Background: an optimization exercise with open tools, aiming at small area, a short achievable clock period and few clock cycles per item. Do not read the settings as production practice.
Function was checked by simulation only, so behaviour that the tests miss may differ from the original.

`flow/config.mk`:
```
export PLATFORM = sky130hd
export DESIGN_NAME = keyExpansionTop
export DESIGN_NICKNAME = keyExpansionTop
export VERILOG_FILES = /design/flow/design.v
export SDC_FILE = /design/flow/constraint.sdc
export NUM_CORES = 4
export LEC_CHECK = 0
export ABC_AREA = 1
export CAP_MARGIN = 20
export CORE_AREA = 2 2 458 458
export DIE_AREA = 0 0 460 460
export PLACE_DENSITY = 0.75
export SLEW_MARGIN = 20
```
`flow/constraint.sdc`:
```
create_clock -name core_clock -period 10.0 [get_ports {clock}]
set_input_delay 2.0000 -clock core_clock [delete_from_list [all_inputs] [get_ports {clock}]]
set_output_delay 2.0000 -clock core_clock [all_outputs]
set_load 0.01 [all_outputs]
```
`flow/design.v`:
```
package aesKeyPkg;
	typedef logic [31:0] word32;  
	typedef logic [127:0] aesKey128;  
	typedef logic [1407:0] expandedKey;  
	typedef logic [3:0] roundIndex;
	typedef logic [7:0] rconByte;
	localparam roundIndex numRounds = 4'd10;
	localparam int numWords = 14;
endpackage
`timescale 1ns/1ps
module sboxLookup(input [31:0] inWord, output [31:0] outWord);
  localparam [2047:0] SBOX = {
		128'h637c777bf26b6fc53001672bfed7ab76, 128'hca82c97dfa5947f0add4a2af9ca472c0,
		128'hb7fd9326363ff7cc34a5e5f171d83115, 128'h04c723c31896059a071280e2eb27b275,
		128'h09832c1a1b6e5aa0523bd6b329e32f84, 128'h53d100ed20fcb15b6acbbe394a4c58cf,
		128'hd0efaafb434d338545f9027f503c9fa8, 128'h51a3408f929d38f5bcb6da2110fff3d2,
		128'hcd0c13ec5f974417c4a77e3d645d1973, 128'h60814fdc222a908846eeb814de5e0bdb,
		128'he0323a0a4906245cc2d3ac629195e479, 128'he7c8376d8dd54ea96c56f4ea657aae08,
		128'hba78252e1ca6b4c6e8dd741f4bbd8b8a, 128'h703eb5664803f60e613557b986c11d9e,
		128'he1f8981169d98e949b1e87e9ce5528df, 128'h8ca1890dbfe6426841992d0fb054bb16};
  genvar b;
  generate for (b=0;b<4;b=b+1) begin : g
    wire [7:0] x = inWord[8*b +: 8];
    assign outWord[8*b +: 8] = SBOX[2047 - 8*x -: 8];
  end endgenerate
endmodule
`timescale 1ns/1ps
module keyLoader (
	input logic [3:0][31:0] words,  
	input logic [2:0] step,
	input aesKeyPkg::rconByte rconOdd,
	input aesKeyPkg::rconByte rconEven,
	output aesKeyPkg::word32 prevOdd,  
	output aesKeyPkg::word32 prevEven  
);
	aesKeyPkg::word32 fixOdd, fixEven;
	always_comb
	begin
		fixOdd = '0;
		fixEven = '0;
		case (step)
			3'd1:
			begin
				fixOdd = words[0] ^ words[1] ^ words[2];  
				fixEven = words[0];  
			end
			3'd2:
			begin
				fixOdd = words[2];  
			end
			default:
			begin
			end
		endcase
	end
	assign prevOdd = words[3] ^ fixOdd ^ {rconOdd, 24'h000000};
	assign prevEven = words[2] ^ fixEven ^ {rconEven, 24'h000000};
endmodule
`timescale 1ns/1ps
module roundKeyGenerator (
	input logic clock,
	input logic reset,
	input logic start,
	output logic shift,  
	output logic [2:0] step,  
	output aesKeyPkg::rconByte rconOdd,  
	output aesKeyPkg::rconByte rconEven,  
	output logic done
);
	logic running;
	logic [2:0] count;
	always_ff @(posedge clock)
	begin
		if (reset)
		begin
			running <= 1'b0;
			done <= 1'b0;
		end
		else if (start)
		begin
			running <= 1'b1;
			done <= 1'b0;
		end
		else if (running && count == 3'd5)
		begin
			running <= 1'b0;
			done <= 1'b1;
		end
	end
	always_ff @(posedge clock)
	begin
		if (start)
			count <= 3'd1;
		else if (running)
			count <= count + 3'd1;
	end
	always_comb
	begin
		case (count)
			3'd1: {rconOdd, rconEven} = 16'h0102;
			3'd2: {rconOdd, rconEven} = 16'h0408;
			3'd3: {rconOdd, rconEven} = 16'h1020;
			3'd4: {rconOdd, rconEven} = 16'h4080;
			3'd5: {rconOdd, rconEven} = 16'h1b36;
			default: {rconOdd, rconEven} = 16'h0000;
		endcase
	end
	assign shift = running;
	assign step = count;
endmodule
`timescale 1ns/1ps
module keyScheduleStore (
	input logic clock,
	input logic start,
	input logic shift,
	input logic [3:0][31:0] loadWords,
	input aesKeyPkg::word32 nextOdd,  
	input aesKeyPkg::word32 nextEven,  
	output logic [13:0][31:0] words
);
	always_ff @(posedge clock)
	begin
		if (start)
			words[3:0] <= {loadWords[3:1], nextEven};
		else if (shift)
			words[3:0] <= {words[1:0], nextOdd, nextEven};
	end
	always_ff @(posedge clock)
	begin
		if (shift)
			words[13:4] <= words[11:2];
	end
endmodule
`timescale 1ns/1ps
module keyExpansionTop (
	input logic clock,
	input logic reset,
	input logic start,
	input aesKeyPkg::aesKey128 cipherKey,
	output aesKeyPkg::expandedKey keyExp,
	output logic keyExpDone
);
	logic [13:0][31:0] words;  
	aesKeyPkg::word32 subOdd, subEven;
	aesKeyPkg::word32 prevOdd, prevEven;
	aesKeyPkg::word32 nextOdd, nextEven;
	aesKeyPkg::rconByte rconOdd, rconEven;
	logic [2:0] step;
	logic shift;
	roundKeyGenerator control (
		.clock(clock),
		.reset(reset),
		.start(start),
		.shift(shift),
		.step(step),
		.rconOdd(rconOdd),
		.rconEven(rconEven),
		.done(keyExpDone)
	);
	keyLoader tap (
		.words(words[3:0]),
		.step(step),
		.rconOdd(rconOdd),
		.rconEven(rconEven),
		.prevOdd(prevOdd),
		.prevEven(prevEven)
	);
	sboxLookup sboxOdd (
		.inWord({words[0][23:0], words[0][31:24]}),
		.outWord(subOdd)
	);
	assign nextOdd = prevOdd ^ subOdd;
	sboxLookup sboxEven (
		.inWord({nextOdd[23:0], nextOdd[31:24]}),
		.outWord(subEven)
	);
	assign nextEven = (start ? cipherKey[31:0] : prevEven) ^ (subEven & {32{!start}});
	keyScheduleStore store (
		.clock(clock),
		.start(start),
		.shift(shift),
		.loadWords(cipherKey),  
		.nextOdd(nextOdd),
		.nextEven(nextEven),
		.words(words)
	);
	aesKeyPkg::word32 a [0:10];
	aesKeyPkg::word32 b [0:10];
	aesKeyPkg::word32 c [0:10];
	aesKeyPkg::word32 d [0:10];
	assign d[0] = words[10];
	assign c[0] = words[11];
	assign b[0] = words[12];
	assign a[0] = words[13];
	assign d[1] = words[9];
	assign c[1] = d[1] ^ d[0];
	assign b[1] = c[1] ^ c[0];
	assign a[1] = b[1] ^ b[0];
	for (genvar r = 2; r <= 10; r++)
	begin : g_round
		assign d[r] = words[10 - r];
		assign c[r] = d[r] ^ d[r - 1];
		assign b[r] = d[r] ^ d[r - 2];
		assign a[r] = c[r] ^ c[r - 2];
	end
	for (genvar r = 0; r <= 10; r++)
	begin : g_out
		assign keyExp[1407 - 128 * r -: 128] = {a[r], b[r], c[r], d[r]};
	end
endmodule
```
`flow/flow/run.sh`:
```
#!/bin/bash
# The standard layout (standard.sh), with these changes to how it is made:
# - the smallest buffer (buf_1) on every input and output port, in place of
#   the one buffer_ports picks by default;
# - gate sizing free to change a cell's footprint;
# - timing repair aimed at a setup slack of 5.6 ns (a shorter period);
set -euo pipefail
bash standard.sh "BUFFER_PORTS_ARGS=-buffer_cell sky130_fd_sc_hd__buf_1" MATCH_CELL_FOOTPRINT=0 SETUP_SLACK_MARGIN=5.6 "IO_CONSTRAINTS=$(pwd)/flow/pins.tcl" "PLACE_PINS_ARGS=-min_distance 1 -min_distance_in_tracks" finish > standard_flow.log 2>&1
```
`flow/flow/pins.tcl`:
```
# generated by gen/mkpins.py: one edge region per bit slice
set_io_pin_constraint -region bottom:6.00-62.00 -pin_names [list {keyExp[1376]} {keyExp[1344]} {keyExp[1312]} {keyExp[1280]} {keyExp[1248]} {keyExp[1216]} {keyExp[1184]} {keyExp[1152]} {keyExp[1120]} {keyExp[1088]} {keyExp[1056]} {keyExp[1024]} {keyExp[992]} {keyExp[960]} {keyExp[928]} {keyExp[896]} {keyExp[864]} {keyExp[832]} {keyExp[800]} {keyExp[768]} {keyExp[736]} {keyExp[704]} {keyExp[672]} {keyExp[640]} {keyExp[608]} {keyExp[576]} {keyExp[544]} {keyExp[512]} {keyExp[480]} {keyExp[448]} {keyExp[416]} {keyExp[384]} {keyExp[352]} {keyExp[320]} {keyExp[288]} {keyExp[256]} {keyExp[224]} {keyExp[192]} {keyExp[160]} {keyExp[128]} {keyExp[96]} {keyExp[64]} {keyExp[32]} {keyExp[0]} {cipherKey[96]} {cipherKey[64]} {cipherKey[32]} {cipherKey[0]}]
set_io_pin_constraint -region bottom:62.00-118.00 -pin_names [list {keyExp[1377]} {keyExp[1345]} {keyExp[1313]} {keyExp[1281]} {keyExp[1249]} {keyExp[1217]} {keyExp[1185]} {keyExp[1153]} {keyExp[1121]} {keyExp[1089]} {keyExp[1057]} {keyExp[1025]} {keyExp[993]} {keyExp[961]} {keyExp[929]} {keyExp[897]} {keyExp[865]} {keyExp[833]} {keyExp[801]} {keyExp[769]} {keyExp[737]} {keyExp[705]} {keyExp[673]} {keyExp[641]} {keyExp[609]} {keyExp[577]} {keyExp[545]} {keyExp[513]} {keyExp[481]} {keyExp[449]} {keyExp[417]} {keyExp[385]} {keyExp[353]} {keyExp[321]} {keyExp[289]} {keyExp[257]} {keyExp[225]} {keyExp[193]} {keyExp[161]} {keyExp[129]} {keyExp[97]} {keyExp[65]} {keyExp[33]} {keyExp[1]} {cipherKey[97]} {cipherKey[65]} {cipherKey[33]} {cipherKey[1]}]
set_io_pin_constraint -region bottom:118.00-174.00 -pin_names [list {keyExp[1378]} {keyExp[1346]} {keyExp[1314]} {keyExp[1282]} {keyExp[1250]} {keyExp[1218]} {keyExp[1186]} {keyExp[1154]} {keyExp[1122]} {keyExp[1090]} {keyExp[1058]} {keyExp[1026]} {keyExp[994]} {keyExp[962]} {keyExp[930]} {keyExp[898]} {keyExp[866]} {keyExp[834]} {keyExp[802]} {keyExp[770]} {keyExp[738]} {keyExp[706]} {keyExp[674]} {keyExp[642]} {keyExp[610]} {keyExp[578]} {keyExp[546]} {keyExp[514]} {keyExp[482]} {keyExp[450]} {keyExp[418]} {keyExp[386]} {keyExp[354]} {keyExp[322]} {keyExp[290]} {keyExp[258]} {keyExp[226]} {keyExp[194]} {keyExp[162]} {keyExp[130]} {keyExp[98]} {keyExp[66]} {keyExp[34]} {keyExp[2]} {cipherKey[98]} {cipherKey[66]} {cipherKey[34]} {cipherKey[2]}]
set_io_pin_constraint -region bottom:174.00-230.00 -pin_names [list {keyExp[1379]} {keyExp[1347]} {keyExp[1315]} {keyExp[1283]} {keyExp[1251]} {keyExp[1219]} {keyExp[1187]} {keyExp[1155]} {keyExp[1123]} {keyExp[1091]} {keyExp[1059]} {keyExp[1027]} {keyExp[995]} {keyExp[963]} {keyExp[931]} {keyExp[899]} {keyExp[867]} {keyExp[835]} {keyExp[803]} {keyExp[771]} {keyExp[739]} {keyExp[707]} {keyExp[675]} {keyExp[643]} {keyExp[611]} {keyExp[579]} {keyExp[547]} {keyExp[515]} {keyExp[483]} {keyExp[451]} {keyExp[419]} {keyExp[387]} {keyExp[355]} {keyExp[323]} {keyExp[291]} {keyExp[259]} {keyExp[227]} {keyExp[195]} {keyExp[163]} {keyExp[131]} {keyExp[99]} {keyExp[67]} {keyExp[35]} {keyExp[3]} {cipherKey[99]} {cipherKey[67]} {cipherKey[35]} {cipherKey[3]}]
set_io_pin_constraint -region bottom:230.00-286.00 -pin_names [list {keyExp[1380]} {keyExp[1348]} {keyExp[1316]} {keyExp[1284]} {keyExp[1252]} {keyExp[1220]} {keyExp[1188]} {keyExp[1156]} {keyExp[1124]} {keyExp[1092]} {keyExp[1060]} {keyExp[1028]} {keyExp[996]} {keyExp[964]} {keyExp[932]} {keyExp[900]} {keyExp[868]} {keyExp[836]} {keyExp[804]} {keyExp[772]} {keyExp[740]} {keyExp[708]} {keyExp[676]} {keyExp[644]} {keyExp[612]} {keyExp[580]} {keyExp[548]} {keyExp[516]} {keyExp[484]} {keyExp[452]} {keyExp[420]} {keyExp[388]} {keyExp[356]} {keyExp[324]} {keyExp[292]} {keyExp[260]} {keyExp[228]} {keyExp[196]} {keyExp[164]} {keyExp[132]} {keyExp[100]} {keyExp[68]} {keyExp[36]} {keyExp[4]} {cipherKey[100]} {cipherKey[68]} {cipherKey[36]} {cipherKey[4]}]
set_io_pin_constraint -region bottom:286.00-342.00 -pin_names [list {keyExp[1381]} {keyExp[1349]} {keyExp[1317]} {keyExp[1285]} {keyExp[1253]} {keyExp[1221]} {keyExp[1189]} {keyExp[1157]} {keyExp[1125]} {keyExp[1093]} {keyExp[1061]} {keyExp[1029]} {keyExp[997]} {keyExp[965]} {keyExp[933]} {keyExp[901]} {keyExp[869]} {keyExp[837]} {keyExp[805]} {keyExp[773]} {keyExp[741]} {keyExp[709]} {keyExp[677]} {keyExp[645]} {keyExp[613]} {keyExp[581]} {keyExp[549]} {keyExp[517]} {keyExp[485]} {keyExp[453]} {keyExp[421]} {keyExp[389]} {keyExp[357]} {keyExp[325]} {keyExp[293]} {keyExp[261]} {keyExp[229]} {keyExp[197]} {keyExp[165]} {keyExp[133]} {keyExp[101]} {keyExp[69]} {keyExp[37]} {keyExp[5]} {cipherKey[101]} {cipherKey[69]} {cipherKey[37]} {cipherKey[5]}]
set_io_pin_constraint -region bottom:342.00-398.00 -pin_names [list {keyExp[1382]} {keyExp[1350]} {keyExp[1318]} {keyExp[1286]} {keyExp[1254]} {keyExp[1222]} {keyExp[1190]} {keyExp[1158]} {keyExp[1126]} {keyExp[1094]} {keyExp[1062]} {keyExp[1030]} {keyExp[998]} {keyExp[966]} {keyExp[934]} {keyExp[902]} {keyExp[870]} {keyExp[838]} {keyExp[806]} {keyExp[774]} {keyExp[742]} {keyExp[710]} {keyExp[678]} {keyExp[646]} {keyExp[614]} {keyExp[582]} {keyExp[550]} {keyExp[518]} {keyExp[486]} {keyExp[454]} {keyExp[422]} {keyExp[390]} {keyExp[358]} {keyExp[326]} {keyExp[294]} {keyExp[262]} {keyExp[230]} {keyExp[198]} {keyExp[166]} {keyExp[134]} {keyExp[102]} {keyExp[70]} {keyExp[38]} {keyExp[6]} {cipherKey[102]} {cipherKey[70]} {cipherKey[38]} {cipherKey[6]}]
set_io_pin_constraint -region bottom:398.00-454.00 -pin_names [list {keyExp[1383]} {keyExp[1351]} {keyExp[1319]} {keyExp[1287]} {keyExp[1255]} {keyExp[1223]} {keyExp[1191]} {keyExp[1159]} {keyExp[1127]} {keyExp[1095]} {keyExp[1063]} {keyExp[1031]} {keyExp[999]} {keyExp[967]} {keyExp[935]} {keyExp[903]} {keyExp[871]} {keyExp[839]} {keyExp[807]} {keyExp[775]} {keyExp[743]} {keyExp[711]} {keyExp[679]} {keyExp[647]} {keyExp[615]} {keyExp[583]} {keyExp[551]} {keyExp[519]} {keyExp[487]} {keyExp[455]} {keyExp[423]} {keyExp[391]} {keyExp[359]} {keyExp[327]} {keyExp[295]} {keyExp[263]} {keyExp[231]} {keyExp[199]} {keyExp[167]} {keyExp[135]} {keyExp[103]} {keyExp[71]} {keyExp[39]} {keyExp[7]} {cipherKey[103]} {cipherKey[71]} {cipherKey[39]} {cipherKey[7]}]
set_io_pin_constraint -region right:6.00-62.00 -pin_names [list {keyExp[1384]} {keyExp[1352]} {keyExp[1320]} {keyExp[1288]} {keyExp[1256]} {keyExp[1224]} {keyExp[1192]} {keyExp[1160]} {keyExp[1128]} {keyExp[1096]} {keyExp[1064]} {keyExp[1032]} {keyExp[1000]} {keyExp[968]} {keyExp[936]} {keyExp[904]} {keyExp[872]} {keyExp[840]} {keyExp[808]} {keyExp[776]} {keyExp[744]} {keyExp[712]} {keyExp[680]} {keyExp[648]} {keyExp[616]} {keyExp[584]} {keyExp[552]} {keyExp[520]} {keyExp[488]} {keyExp[456]} {keyExp[424]} {keyExp[392]} {keyExp[360]} {keyExp[328]} {keyExp[296]} {keyExp[264]} {keyExp[232]} {keyExp[200]} {keyExp[168]} {keyExp[136]} {keyExp[104]} {keyExp[72]} {keyExp[40]} {keyExp[8]} {cipherKey[104]} {cipherKey[72]} {cipherKey[40]} {cipherKey[8]}]
set_io_pin_constraint -region right:62.00-118.00 -pin_names [list {keyExp[1385]} {keyExp[1353]} {keyExp[1321]} {keyExp[1289]} {keyExp[1257]} {keyExp[1225]} {keyExp[1193]} {keyExp[1161]} {keyExp[1129]} {keyExp[1097]} {keyExp[1065]} {keyExp[1033]} {keyExp[1001]} {keyExp[969]} {keyExp[937]} {keyExp[905]} {keyExp[873]} {keyExp[841]} {keyExp[809]} {keyExp[777]} {keyExp[745]} {keyExp[713]} {keyExp[681]} {keyExp[649]} {keyExp[617]} {keyExp[585]} {keyExp[553]} {keyExp[521]} {keyExp[489]} {keyExp[457]} {keyExp[425]} {keyExp[393]} {keyExp[361]} {keyExp[329]} {keyExp[297]} {keyExp[265]} {keyExp[233]} {keyExp[201]} {keyExp[169]} {keyExp[137]} {keyExp[105]} {keyExp[73]} {keyExp[41]} {keyExp[9]} {cipherKey[105]} {cipherKey[73]} {cipherKey[41]} {cipherKey[9]}]
set_io_pin_constraint -region right:118.00-174.00 -pin_names [list {keyExp[1386]} {keyExp[1354]} {keyExp[1322]} {keyExp[1290]} {keyExp[1258]} {keyExp[1226]} {keyExp[1194]} {keyExp[1162]} {keyExp[1130]} {keyExp[1098]} {keyExp[1066]} {keyExp[1034]} {keyExp[1002]} {keyExp[970]} {keyExp[938]} {keyExp[906]} {keyExp[874]} {keyExp[842]} {keyExp[810]} {keyExp[778]} {keyExp[746]} {keyExp[714]} {keyExp[682]} {keyExp[650]} {keyExp[618]} {keyExp[586]} {keyExp[554]} {keyExp[522]} {keyExp[490]} {keyExp[458]} {keyExp[426]} {keyExp[394]} {keyExp[362]} {keyExp[330]} {keyExp[298]} {keyExp[266]} {keyExp[234]} {keyExp[202]} {keyExp[170]} {keyExp[138]} {keyExp[106]} {keyExp[74]} {keyExp[42]} {keyExp[10]} {cipherKey[106]} {cipherKey[74]} {cipherKey[42]} {cipherKey[10]}]
set_io_pin_constraint -region right:174.00-230.00 -pin_names [list {keyExp[1387]} {keyExp[1355]} {keyExp[1323]} {keyExp[1291]} {keyExp[1259]} {keyExp[1227]} {keyExp[1195]} {keyExp[1163]} {keyExp[1131]} {keyExp[1099]} {keyExp[1067]} {keyExp[1035]} {keyExp[1003]} {keyExp[971]} {keyExp[939]} {keyExp[907]} {keyExp[875]} {keyExp[843]} {keyExp[811]} {keyExp[779]} {keyExp[747]} {keyExp[715]} {keyExp[683]} {keyExp[651]} {keyExp[619]} {keyExp[587]} {keyExp[555]} {keyExp[523]} {keyExp[491]} {keyExp[459]} {keyExp[427]} {keyExp[395]} {keyExp[363]} {keyExp[331]} {keyExp[299]} {keyExp[267]} {keyExp[235]} {keyExp[203]} {keyExp[171]} {keyExp[139]} {keyExp[107]} {keyExp[75]} {keyExp[43]} {keyExp[11]} {cipherKey[107]} {cipherKey[75]} {cipherKey[43]} {cipherKey[11]}]
set_io_pin_constraint -region right:230.00-286.00 -pin_names [list {keyExp[1388]} {keyExp[1356]} {keyExp[1324]} {keyExp[1292]} {keyExp[1260]} {keyExp[1228]} {keyExp[1196]} {keyExp[1164]} {keyExp[1132]} {keyExp[1100]} {keyExp[1068]} {keyExp[1036]} {keyExp[1004]} {keyExp[972]} {keyExp[940]} {keyExp[908]} {keyExp[876]} {keyExp[844]} {keyExp[812]} {keyExp[780]} {keyExp[748]} {keyExp[716]} {keyExp[684]} {keyExp[652]} {keyExp[620]} {keyExp[588]} {keyExp[556]} {keyExp[524]} {keyExp[492]} {keyExp[460]} {keyExp[428]} {keyExp[396]} {keyExp[364]} {keyExp[332]} {keyExp[300]} {keyExp[268]} {keyExp[236]} {keyExp[204]} {keyExp[172]} {keyExp[140]} {keyExp[108]} {keyExp[76]} {keyExp[44]} {keyExp[12]} {cipherKey[108]} {cipherKey[76]} {cipherKey[44]} {cipherKey[12]}]
set_io_pin_constraint -region right:286.00-342.00 -pin_names [list {keyExp[1389]} {keyExp[1357]} {keyExp[1325]} {keyExp[1293]} {keyExp[1261]} {keyExp[1229]} {keyExp[1197]} {keyExp[1165]} {keyExp[1133]} {keyExp[1101]} {keyExp[1069]} {keyExp[1037]} {keyExp[1005]} {keyExp[973]} {keyExp[941]} {keyExp[909]} {keyExp[877]} {keyExp[845]} {keyExp[813]} {keyExp[781]} {keyExp[749]} {keyExp[717]} {keyExp[685]} {keyExp[653]} {keyExp[621]} {keyExp[589]} {keyExp[557]} {keyExp[525]} {keyExp[493]} {keyExp[461]} {keyExp[429]} {keyExp[397]} {keyExp[365]} {keyExp[333]} {keyExp[301]} {keyExp[269]} {keyExp[237]} {keyExp[205]} {keyExp[173]} {keyExp[141]} {keyExp[109]} {keyExp[77]} {keyExp[45]} {keyExp[13]} {cipherKey[109]} {cipherKey[77]} {cipherKey[45]} {cipherKey[13]}]
set_io_pin_constraint -region right:342.00-398.00 -pin_names [list {keyExp[1390]} {keyExp[1358]} {keyExp[1326]} {keyExp[1294]} {keyExp[1262]} {keyExp[1230]} {keyExp[1198]} {keyExp[1166]} {keyExp[1134]} {keyExp[1102]} {keyExp[1070]} {keyExp[1038]} {keyExp[1006]} {keyExp[974]} {keyExp[942]} {keyExp[910]} {keyExp[878]} {keyExp[846]} {keyExp[814]} {keyExp[782]} {keyExp[750]} {keyExp[718]} {keyExp[686]} {keyExp[654]} {keyExp[622]} {keyExp[590]} {keyExp[558]} {keyExp[526]} {keyExp[494]} {keyExp[462]} {keyExp[430]} {keyExp[398]} {keyExp[366]} {keyExp[334]} {keyExp[302]} {keyExp[270]} {keyExp[238]} {keyExp[206]} {keyExp[174]} {keyExp[142]} {keyExp[110]} {keyExp[78]} {keyExp[46]} {keyExp[14]} {cipherKey[110]} {cipherKey[78]} {cipherKey[46]} {cipherKey[14]}]
set_io_pin_constraint -region right:398.00-454.00 -pin_names [list {keyExp[1391]} {keyExp[1359]} {keyExp[1327]} {keyExp[1295]} {keyExp[1263]} {keyExp[1231]} {keyExp[1199]} {keyExp[1167]} {keyExp[1135]} {keyExp[1103]} {keyExp[1071]} {keyExp[1039]} {keyExp[1007]} {keyExp[975]} {keyExp[943]} {keyExp[911]} {keyExp[879]} {keyExp[847]} {keyExp[815]} {keyExp[783]} {keyExp[751]} {keyExp[719]} {keyExp[687]} {keyExp[655]} {keyExp[623]} {keyExp[591]} {keyExp[559]} {keyExp[527]} {keyExp[495]} {keyExp[463]} {keyExp[431]} {keyExp[399]} {keyExp[367]} {keyExp[335]} {keyExp[303]} {keyExp[271]} {keyExp[239]} {keyExp[207]} {keyExp[175]} {keyExp[143]} {keyExp[111]} {keyExp[79]} {keyExp[47]} {keyExp[15]} {cipherKey[111]} {cipherKey[79]} {cipherKey[47]} {cipherKey[15]}]
set_io_pin_constraint -region top:398.00-454.00 -pin_names [list {keyExp[1392]} {keyExp[1360]} {keyExp[1328]} {keyExp[1296]} {keyExp[1264]} {keyExp[1232]} {keyExp[1200]} {keyExp[1168]} {keyExp[1136]} {keyExp[1104]} {keyExp[1072]} {keyExp[1040]} {keyExp[1008]} {keyExp[976]} {keyExp[944]} {keyExp[912]} {keyExp[880]} {keyExp[848]} {keyExp[816]} {keyExp[784]} {keyExp[752]} {keyExp[720]} {keyExp[688]} {keyExp[656]} {keyExp[624]} {keyExp[592]} {keyExp[560]} {keyExp[528]} {keyExp[496]} {keyExp[464]} {keyExp[432]} {keyExp[400]} {keyExp[368]} {keyExp[336]} {keyExp[304]} {keyExp[272]} {keyExp[240]} {keyExp[208]} {keyExp[176]} {keyExp[144]} {keyExp[112]} {keyExp[80]} {keyExp[48]} {keyExp[16]} {cipherKey[112]} {cipherKey[80]} {cipherKey[48]} {cipherKey[16]}]
set_io_pin_constraint -region top:342.00-398.00 -pin_names [list {keyExp[1393]} {keyExp[1361]} {keyExp[1329]} {keyExp[1297]} {keyExp[1265]} {keyExp[1233]} {keyExp[1201]} {keyExp[1169]} {keyExp[1137]} {keyExp[1105]} {keyExp[1073]} {keyExp[1041]} {keyExp[1009]} {keyExp[977]} {keyExp[945]} {keyExp[913]} {keyExp[881]} {keyExp[849]} {keyExp[817]} {keyExp[785]} {keyExp[753]} {keyExp[721]} {keyExp[689]} {keyExp[657]} {keyExp[625]} {keyExp[593]} {keyExp[561]} {keyExp[529]} {keyExp[497]} {keyExp[465]} {keyExp[433]} {keyExp[401]} {keyExp[369]} {keyExp[337]} {keyExp[305]} {keyExp[273]} {keyExp[241]} {keyExp[209]} {keyExp[177]} {keyExp[145]} {keyExp[113]} {keyExp[81]} {keyExp[49]} {keyExp[17]} {cipherKey[113]} {cipherKey[81]} {cipherKey[49]} {cipherKey[17]}]
set_io_pin_constraint -region top:286.00-342.00 -pin_names [list {keyExp[1394]} {keyExp[1362]} {keyExp[1330]} {keyExp[1298]} {keyExp[1266]} {keyExp[1234]} {keyExp[1202]} {keyExp[1170]} {keyExp[1138]} {keyExp[1106]} {keyExp[1074]} {keyExp[1042]} {keyExp[1010]} {keyExp[978]} {keyExp[946]} {keyExp[914]} {keyExp[882]} {keyExp[850]} {keyExp[818]} {keyExp[786]} {keyExp[754]} {keyExp[722]} {keyExp[690]} {keyExp[658]} {keyExp[626]} {keyExp[594]} {keyExp[562]} {keyExp[530]} {keyExp[498]} {keyExp[466]} {keyExp[434]} {keyExp[402]} {keyExp[370]} {keyExp[338]} {keyExp[306]} {keyExp[274]} {keyExp[242]} {keyExp[210]} {keyExp[178]} {keyExp[146]} {keyExp[114]} {keyExp[82]} {keyExp[50]} {keyExp[18]} {cipherKey[114]} {cipherKey[82]} {cipherKey[50]} {cipherKey[18]}]
set_io_pin_constraint -region top:230.00-286.00 -pin_names [list {keyExp[1395]} {keyExp[1363]} {keyExp[1331]} {keyExp[1299]} {keyExp[1267]} {keyExp[1235]} {keyExp[1203]} {keyExp[1171]} {keyExp[1139]} {keyExp[1107]} {keyExp[1075]} {keyExp[1043]} {keyExp[1011]} {keyExp[979]} {keyExp[947]} {keyExp[915]} {keyExp[883]} {keyExp[851]} {keyExp[819]} {keyExp[787]} {keyExp[755]} {keyExp[723]} {keyExp[691]} {keyExp[659]} {keyExp[627]} {keyExp[595]} {keyExp[563]} {keyExp[531]} {keyExp[499]} {keyExp[467]} {keyExp[435]} {keyExp[403]} {keyExp[371]} {keyExp[339]} {keyExp[307]} {keyExp[275]} {keyExp[243]} {keyExp[211]} {keyExp[179]} {keyExp[147]} {keyExp[115]} {keyExp[83]} {keyExp[51]} {keyExp[19]} {cipherKey[115]} {cipherKey[83]} {cipherKey[51]} {cipherKey[19]}]
set_io_pin_constraint -region top:174.00-230.00 -pin_names [list {keyExp[1396]} {keyExp[1364]} {keyExp[1332]} {keyExp[1300]} {keyExp[1268]} {keyExp[1236]} {keyExp[1204]} {keyExp[1172]} {keyExp[1140]} {keyExp[1108]} {keyExp[1076]} {keyExp[1044]} {keyExp[1012]} {keyExp[980]} {keyExp[948]} {keyExp[916]} {keyExp[884]} {keyExp[852]} {keyExp[820]} {keyExp[788]} {keyExp[756]} {keyExp[724]} {keyExp[692]} {keyExp[660]} {keyExp[628]} {keyExp[596]} {keyExp[564]} {keyExp[532]} {keyExp[500]} {keyExp[468]} {keyExp[436]} {keyExp[404]} {keyExp[372]} {keyExp[340]} {keyExp[308]} {keyExp[276]} {keyExp[244]} {keyExp[212]} {keyExp[180]} {keyExp[148]} {keyExp[116]} {keyExp[84]} {keyExp[52]} {keyExp[20]} {cipherKey[116]} {cipherKey[84]} {cipherKey[52]} {cipherKey[20]}]
set_io_pin_constraint -region top:118.00-174.00 -pin_names [list {keyExp[1397]} {keyExp[1365]} {keyExp[1333]} {keyExp[1301]} {keyExp[1269]} {keyExp[1237]} {keyExp[1205]} {keyExp[1173]} {keyExp[1141]} {keyExp[1109]} {keyExp[1077]} {keyExp[1045]} {keyExp[1013]} {keyExp[981]} {keyExp[949]} {keyExp[917]} {keyExp[885]} {keyExp[853]} {keyExp[821]} {keyExp[789]} {keyExp[757]} {keyExp[725]} {keyExp[693]} {keyExp[661]} {keyExp[629]} {keyExp[597]} {keyExp[565]} {keyExp[533]} {keyExp[501]} {keyExp[469]} {keyExp[437]} {keyExp[405]} {keyExp[373]} {keyExp[341]} {keyExp[309]} {keyExp[277]} {keyExp[245]} {keyExp[213]} {keyExp[181]} {keyExp[149]} {keyExp[117]} {keyExp[85]} {keyExp[53]} {keyExp[21]} {cipherKey[117]} {cipherKey[85]} {cipherKey[53]} {cipherKey[21]}]
set_io_pin_constraint -region top:62.00-118.00 -pin_names [list {keyExp[1398]} {keyExp[1366]} {keyExp[1334]} {keyExp[1302]} {keyExp[1270]} {keyExp[1238]} {keyExp[1206]} {keyExp[1174]} {keyExp[1142]} {keyExp[1110]} {keyExp[1078]} {keyExp[1046]} {keyExp[1014]} {keyExp[982]} {keyExp[950]} {keyExp[918]} {keyExp[886]} {keyExp[854]} {keyExp[822]} {keyExp[790]} {keyExp[758]} {keyExp[726]} {keyExp[694]} {keyExp[662]} {keyExp[630]} {keyExp[598]} {keyExp[566]} {keyExp[534]} {keyExp[502]} {keyExp[470]} {keyExp[438]} {keyExp[406]} {keyExp[374]} {keyExp[342]} {keyExp[310]} {keyExp[278]} {keyExp[246]} {keyExp[214]} {keyExp[182]} {keyExp[150]} {keyExp[118]} {keyExp[86]} {keyExp[54]} {keyExp[22]} {cipherKey[118]} {cipherKey[86]} {cipherKey[54]} {cipherKey[22]}]
set_io_pin_constraint -region top:6.00-62.00 -pin_names [list {keyExp[1399]} {keyExp[1367]} {keyExp[1335]} {keyExp[1303]} {keyExp[1271]} {keyExp[1239]} {keyExp[1207]} {keyExp[1175]} {keyExp[1143]} {keyExp[1111]} {keyExp[1079]} {keyExp[1047]} {keyExp[1015]} {keyExp[983]} {keyExp[951]} {keyExp[919]} {keyExp[887]} {keyExp[855]} {keyExp[823]} {keyExp[791]} {keyExp[759]} {keyExp[727]} {keyExp[695]} {keyExp[663]} {keyExp[631]} {keyExp[599]} {keyExp[567]} {keyExp[535]} {keyExp[503]} {keyExp[471]} {keyExp[439]} {keyExp[407]} {keyExp[375]} {keyExp[343]} {keyExp[311]} {keyExp[279]} {keyExp[247]} {keyExp[215]} {keyExp[183]} {keyExp[151]} {keyExp[119]} {keyExp[87]} {keyExp[55]} {keyExp[23]} {cipherKey[119]} {cipherKey[87]} {cipherKey[55]} {cipherKey[23]}]
set_io_pin_constraint -region left:398.00-454.00 -pin_names [list {keyExp[1400]} {keyExp[1368]} {keyExp[1336]} {keyExp[1304]} {keyExp[1272]} {keyExp[1240]} {keyExp[1208]} {keyExp[1176]} {keyExp[1144]} {keyExp[1112]} {keyExp[1080]} {keyExp[1048]} {keyExp[1016]} {keyExp[984]} {keyExp[952]} {keyExp[920]} {keyExp[888]} {keyExp[856]} {keyExp[824]} {keyExp[792]} {keyExp[760]} {keyExp[728]} {keyExp[696]} {keyExp[664]} {keyExp[632]} {keyExp[600]} {keyExp[568]} {keyExp[536]} {keyExp[504]} {keyExp[472]} {keyExp[440]} {keyExp[408]} {keyExp[376]} {keyExp[344]} {keyExp[312]} {keyExp[280]} {keyExp[248]} {keyExp[216]} {keyExp[184]} {keyExp[152]} {keyExp[120]} {keyExp[88]} {keyExp[56]} {keyExp[24]} {cipherKey[120]} {cipherKey[88]} {cipherKey[56]} {cipherKey[24]}]
set_io_pin_constraint -region left:342.00-398.00 -pin_names [list {keyExp[1401]} {keyExp[1369]} {keyExp[1337]} {keyExp[1305]} {keyExp[1273]} {keyExp[1241]} {keyExp[1209]} {keyExp[1177]} {keyExp[1145]} {keyExp[1113]} {keyExp[1081]} {keyExp[1049]} {keyExp[1017]} {keyExp[985]} {keyExp[953]} {keyExp[921]} {keyExp[889]} {keyExp[857]} {keyExp[825]} {keyExp[793]} {keyExp[761]} {keyExp[729]} {keyExp[697]} {keyExp[665]} {keyExp[633]} {keyExp[601]} {keyExp[569]} {keyExp[537]} {keyExp[505]} {keyExp[473]} {keyExp[441]} {keyExp[409]} {keyExp[377]} {keyExp[345]} {keyExp[313]} {keyExp[281]} {keyExp[249]} {keyExp[217]} {keyExp[185]} {keyExp[153]} {keyExp[121]} {keyExp[89]} {keyExp[57]} {keyExp[25]} {cipherKey[121]} {cipherKey[89]} {cipherKey[57]} {cipherKey[25]}]
set_io_pin_constraint -region left:286.00-342.00 -pin_names [list {keyExp[1402]} {keyExp[1370]} {keyExp[1338]} {keyExp[1306]} {keyExp[1274]} {keyExp[1242]} {keyExp[1210]} {keyExp[1178]} {keyExp[1146]} {keyExp[1114]} {keyExp[1082]} {keyExp[1050]} {keyExp[1018]} {keyExp[986]} {keyExp[954]} {keyExp[922]} {keyExp[890]} {keyExp[858]} {keyExp[826]} {keyExp[794]} {keyExp[762]} {keyExp[730]} {keyExp[698]} {keyExp[666]} {keyExp[634]} {keyExp[602]} {keyExp[570]} {keyExp[538]} {keyExp[506]} {keyExp[474]} {keyExp[442]} {keyExp[410]} {keyExp[378]} {keyExp[346]} {keyExp[314]} {keyExp[282]} {keyExp[250]} {keyExp[218]} {keyExp[186]} {keyExp[154]} {keyExp[122]} {keyExp[90]} {keyExp[58]} {keyExp[26]} {cipherKey[122]} {cipherKey[90]} {cipherKey[58]} {cipherKey[26]}]
set_io_pin_constraint -region left:230.00-286.00 -pin_names [list {keyExp[1403]} {keyExp[1371]} {keyExp[1339]} {keyExp[1307]} {keyExp[1275]} {keyExp[1243]} {keyExp[1211]} {keyExp[1179]} {keyExp[1147]} {keyExp[1115]} {keyExp[1083]} {keyExp[1051]} {keyExp[1019]} {keyExp[987]} {keyExp[955]} {keyExp[923]} {keyExp[891]} {keyExp[859]} {keyExp[827]} {keyExp[795]} {keyExp[763]} {keyExp[731]} {keyExp[699]} {keyExp[667]} {keyExp[635]} {keyExp[603]} {keyExp[571]} {keyExp[539]} {keyExp[507]} {keyExp[475]} {keyExp[443]} {keyExp[411]} {keyExp[379]} {keyExp[347]} {keyExp[315]} {keyExp[283]} {keyExp[251]} {keyExp[219]} {keyExp[187]} {keyExp[155]} {keyExp[123]} {keyExp[91]} {keyExp[59]} {keyExp[27]} {cipherKey[123]} {cipherKey[91]} {cipherKey[59]} {cipherKey[27]}]
set_io_pin_constraint -region left:174.00-230.00 -pin_names [list {keyExp[1404]} {keyExp[1372]} {keyExp[1340]} {keyExp[1308]} {keyExp[1276]} {keyExp[1244]} {keyExp[1212]} {keyExp[1180]} {keyExp[1148]} {keyExp[1116]} {keyExp[1084]} {keyExp[1052]} {keyExp[1020]} {keyExp[988]} {keyExp[956]} {keyExp[924]} {keyExp[892]} {keyExp[860]} {keyExp[828]} {keyExp[796]} {keyExp[764]} {keyExp[732]} {keyExp[700]} {keyExp[668]} {keyExp[636]} {keyExp[604]} {keyExp[572]} {keyExp[540]} {keyExp[508]} {keyExp[476]} {keyExp[444]} {keyExp[412]} {keyExp[380]} {keyExp[348]} {keyExp[316]} {keyExp[284]} {keyExp[252]} {keyExp[220]} {keyExp[188]} {keyExp[156]} {keyExp[124]} {keyExp[92]} {keyExp[60]} {keyExp[28]} {cipherKey[124]} {cipherKey[92]} {cipherKey[60]} {cipherKey[28]}]
set_io_pin_constraint -region left:118.00-174.00 -pin_names [list {keyExp[1405]} {keyExp[1373]} {keyExp[1341]} {keyExp[1309]} {keyExp[1277]} {keyExp[1245]} {keyExp[1213]} {keyExp[1181]} {keyExp[1149]} {keyExp[1117]} {keyExp[1085]} {keyExp[1053]} {keyExp[1021]} {keyExp[989]} {keyExp[957]} {keyExp[925]} {keyExp[893]} {keyExp[861]} {keyExp[829]} {keyExp[797]} {keyExp[765]} {keyExp[733]} {keyExp[701]} {keyExp[669]} {keyExp[637]} {keyExp[605]} {keyExp[573]} {keyExp[541]} {keyExp[509]} {keyExp[477]} {keyExp[445]} {keyExp[413]} {keyExp[381]} {keyExp[349]} {keyExp[317]} {keyExp[285]} {keyExp[253]} {keyExp[221]} {keyExp[189]} {keyExp[157]} {keyExp[125]} {keyExp[93]} {keyExp[61]} {keyExp[29]} {cipherKey[125]} {cipherKey[93]} {cipherKey[61]} {cipherKey[29]}]
set_io_pin_constraint -region left:62.00-118.00 -pin_names [list {keyExp[1406]} {keyExp[1374]} {keyExp[1342]} {keyExp[1310]} {keyExp[1278]} {keyExp[1246]} {keyExp[1214]} {keyExp[1182]} {keyExp[1150]} {keyExp[1118]} {keyExp[1086]} {keyExp[1054]} {keyExp[1022]} {keyExp[990]} {keyExp[958]} {keyExp[926]} {keyExp[894]} {keyExp[862]} {keyExp[830]} {keyExp[798]} {keyExp[766]} {keyExp[734]} {keyExp[702]} {keyExp[670]} {keyExp[638]} {keyExp[606]} {keyExp[574]} {keyExp[542]} {keyExp[510]} {keyExp[478]} {keyExp[446]} {keyExp[414]} {keyExp[382]} {keyExp[350]} {keyExp[318]} {keyExp[286]} {keyExp[254]} {keyExp[222]} {keyExp[190]} {keyExp[158]} {keyExp[126]} {keyExp[94]} {keyExp[62]} {keyExp[30]} {cipherKey[126]} {cipherKey[94]} {cipherKey[62]} {cipherKey[30]}]
set_io_pin_constraint -region left:6.00-62.00 -pin_names [list {keyExp[1407]} {keyExp[1375]} {keyExp[1343]} {keyExp[1311]} {keyExp[1279]} {keyExp[1247]} {keyExp[1215]} {keyExp[1183]} {keyExp[1151]} {keyExp[1119]} {keyExp[1087]} {keyExp[1055]} {keyExp[1023]} {keyExp[991]} {keyExp[959]} {keyExp[927]} {keyExp[895]} {keyExp[863]} {keyExp[831]} {keyExp[799]} {keyExp[767]} {keyExp[735]} {keyExp[703]} {keyExp[671]} {keyExp[639]} {keyExp[607]} {keyExp[575]} {keyExp[543]} {keyExp[511]} {keyExp[479]} {keyExp[447]} {keyExp[415]} {keyExp[383]} {keyExp[351]} {keyExp[319]} {keyExp[287]} {keyExp[255]} {keyExp[223]} {keyExp[191]} {keyExp[159]} {keyExp[127]} {keyExp[95]} {keyExp[63]} {keyExp[31]} {cipherKey[127]} {cipherKey[95]} {cipherKey[63]} {cipherKey[31]}]
```
`flow/standard.sh`:
```
#!/bin/bash
# synth_recipe.tcl (not shown) runs the flow's synth.tcl, then flattens the netlist and writes it again
# the make line also repeats each setting of config.mk as NAME=value (left out here)
make -C /OpenROAD-flow-scripts/flow DESIGN_CONFIG=/design/flow/config.mk WORK_HOME=/design/flow/orfs CLKGATE_MAP_FILE= SYNTH_SCRIPT=/design/flow/synth_recipe.tcl "${@:-finish}"
```
==> notes.md <==
post-synthesis instance total=7495; antenna violations before repair=9; insertion delay to the later sink of the worst-skew pair=0.72 ns; Netlist Area Pre-Place=50880 µm²; number of pins exceeding their max-slew limit in the final report=0; clock transition at the registers of the reported paths=0.06 ns; mux cell area share after synthesis=0%; Die Outline Area=211600 µm²; fin area=63820 µm²; total wire length=265500 µm; met2 wire length=114800 µm; Routed wire per std cell=22.94 µm; Synth-to-Final Area Change=25.44%; final hold vios=0; Post-route DRC=0; Overall Global Routing Usage=22.98%; status=no timing/DRC/antenna violations; warning count from the yosys run=8; Nets=9061; dominant combinational cell family by area after synthesis=simple AND/OR/NAND/NOR gates; GP Congestion=1.070; routed length on met1=110000 µm; Cell Chain, Critical Path=buf_12 > clkinvlp_4 > buf_4 > ha_2 > nor2_4 > buf_12 > buf_4 > o21ai_1 > o21ai_0 > o21ai_1 > nand3_1 > nand3_1 > nand2_2 > xnor2_2 > buf_4 > clkinvlp_4 > buf_12 > nand3_1 > nand3_1 > nand4_1 > nand2_1; critical path fanouts, max=19; crit path DAT=4.80 ns; Post-synth EDFFs=448; setup slack after placement=4.102 ns; RSZ-0062 raised after global routing=true; R2R cell count=21; Bufs on Longest Clock Path=3; period utilization=43.45%; via-per-instance ratio=5.349; sequential fraction of the synthesis area=26.64%; library cells used by synthesis=51; relative slew slack=29.56%; post-synth top area share=26.44%; total negative setup slack=0 ns; number of buffers added by the clock tree synthesis step=58; CTS Root Buffer Type=sky130_fd_sc_hd__clkbuf_16; Final min period=4.345 ns; library cell with the largest summed area after synthesis=sky130_fd_sc_hd__edfxtp_1; total via count in the routed design=61890; CP peak stage delay=0.41 ns; residual overflow from global routing=0; clock sink total=453; Routed Antenna Nets=0; height of the die=460 µm; detailed-router iteration count before antenna repair=9; Max Cap Violations=0; transition at the pin with the smallest max-transition slack=1.061 ns; die width=460 µm; cell with the most instances after synthesis=sky130_fd_sc_hd__nand2_1; kind of start point of the critical path=register; count of buffers from port buffering=1539; adder-cell share of the synthesized area=2.828%; hold slack final=0.4764 ns; via count of the first global-routing pass=55800; post-synth net total=7741; estimated wirelength of the detail-placed design=190200 µm; kind of end point of the critical path=register; Critical Path Slowest Stage Cell=sky130_fd_sc_hd__edfxtp_1; worst hold path cell count=1; highest achievable clock rate=0.2302 GHz; Top Ports=1540; TritonCTS clock tree=built; classification of the worst setup path=register to register; cell type with the highest occurrence count on the critical path=sky130_fd_sc_hd__nand3_1; complex-gate fraction of the synthesized area=7.481%; Post-Synthesis Mean Instance Area=6.788 µm²; largest net degree at the start of global routing=85; starting density of the core=24.59%; flip-flop and latch count after synthesis=453; cell area reported after detailed placement=58310 µm²; CTS H-tree lvls=2; # hold bufs at CTS=0; FP Rows=167; global-route wire length before repair=372500 µm; final critical-path setup slack=5.656 ns; ys flop type=sky130_fd_sc_hd__edfxtp_1; top cell types by occurrence after synthesis=sky130_fd_sc_hd__nand2_1 (2041), sky130_fd_sc_hd__nand3_1 (1776), sky130_fd_sc_hd__xor2_1 (917); area fraction in and, or, nand and nor cells after synthesis=37.11%; number of violations reported at the end of detailed-routing iteration 0=9144; worst endpoint required time=10.46 ns; path class of the lowest-slack min-delay path=register to register; parity-gate share of the synthesized area counting xor and xnor cells=17.40%; Top Metal Used=met5; largest cells by area after synthesis=sky130_fd_sc_hd__edfxtp_1 (26%), sky130_fd_sc_hd__nand3_1 (17%), sky130_fd_sc_hd__xor2_1 (16%); share of synthesized registers carrying an async set or reset=0%; Max Clock Skew=0.02593 ns; number of failing setup endpoints in the final timing report=0; amount of wire on met3 after detailed routing=27760 µm; fraction of layout instances using a drive strength above 1=8.519%; core region area=206900 µm²
## state kept, by name (all words and copies together) (netlist names)
register         count
control.done         1
store.words        448
control.running      1
control.count        3
## repair_timing
action | CTS | global route
gates resized for setup | 340 | 296
endpoints found under the setup margin | 84 | 70
hold endpoints to repair | 0 | 0
setup buffers | 45 | 41
cloned | 5 | 15
pin swaps | 10 | 20
## logic make-up after synthesis
| logic type | after synthesis |
|---|---|
| DFF | 453 |
| AOI/OAI and AO/OA | 666 |
| xor gates and xnor gates | 1003 |
| and+or+nand+nor | 4308 |
| buffers and inverters | 950 |
| adders and majority gates | 115 |
## layout by cell type, fill, tap and decap left out, types with 69 or more instances in the layout
| master | instances |
|---|---|
| sky130_fd_sc_hd__a21oi_1 | 176 |
| sky130_fd_sc_hd__nor2_1 | 301 |
| sky130_fd_sc_hd__clkbuf_16 | 69 |
| sky130_fd_sc_hd__xor2_1 | 899 |
| sky130_fd_sc_hd__nand2_1 | 1911 |
| sky130_fd_sc_hd__nand2_2 | 141 |
| sky130_fd_sc_hd__xnor2_1 | 75 |
| sky130_fd_sc_hd__buf_4 | 130 |
| sky130_fd_sc_hd__inv_1 | 391 |
| sky130_fd_sc_hd__o211ai_1 | 116 |
| sky130_fd_sc_hd__o21ai_0 | 228 |
| sky130_fd_sc_hd__edfxtp_1 | 448 |
| sky130_fd_sc_hd__ha_1 | 76 |
| sky130_fd_sc_hd__nand3_1 | 1725 |
| sky130_fd_sc_hd__buf_1 | 1538 |
## layout make-up
class	count	area, µm²
fillers	22460	143000
clock inverters	32	369.1
repair inverters	2	12.51
well taps	2704	3383
clock buffers	76	1613
multi-input cells	6102	34940
flip-flops and latches	453	13560
inverters	460	1896
repair buffers	1738	8035
diodes	4	10.01
## metal layers
| layer | track usage, % | vias up |
|---|---|---|
| met5 | 0 | - |
| met4 | 9.636 | 2 |
| met3 | 4.174 | 822 |
| met2 | 35.58 | 4512 |
| met1 | 31.21 | 28850 |
| li1 | - | 27710 |
## worst max-delay path, delay by kind of cell (launching register included)
| kind | cells | cell delay [ns] |
|---|---|---|
| xor+xnor | 1 | 0.19 |
| simple gates | 8 | 1.06 |
| fa+ha+maj | 1 | 0.28 |
| buf+inv | 8 | 1.47 |
| compound gates | 3 | 0.63 |
| flops | 1 | 0.41 |
## path summary, 6_finish.rpt
kind,startpoint,end,slack [ns]
hold / removal,control.done,control.done,0.48
setup / recovery,store.words[1],store.words[21],5.66
hold reg to reg,control.done,control.done,0.48
setup reg to reg,store.words[1],store.words[21],5.66
## stage by stage
stage	std cells	utilization [%]
final	11570	30.85
after global routing	11570	30.85
after CTS	11510	30.01
after detailed placement	11350	28.19
after global placement	11350	28.19
after floorplan	7495	-
Testbench counts, summed over its fixed seeds: cycles 4,800, keys 800.

## separate check: timing with driven ports
Ports are ideal in the flow. The routed layout listed here was re-timed in OpenROAD. Step 1 (the two cells are an assumption about what drives the block):
set clk [get_ports {clock}]
set_driving_cell -lib_cell sky130_fd_sc_hd__clkbuf_16 $clk
set_driving_cell -lib_cell sky130_fd_sc_hd__buf_2 [delete_from_list [all_inputs] $clk]
Step 2 times the ports against the registers' clock, not the clock port: input delays grow and output delays shrink by t, the midpoint of the rising clock arrivals with the driver on. Slacks: no drivers / after step 1 / after step 2; pairs: no drivers / after step 1.
shift t [ns]: 0.792
setup WS [ns]: 5.655 / 5.596 / 5.228
hold slack, ns: 0.476 / 0.476 / 0.476
After both steps setup and hold are still met in this run. For this run, drivers alone change the setup slack by -0.059 ns; drivers and shift together by -0.427 ns.
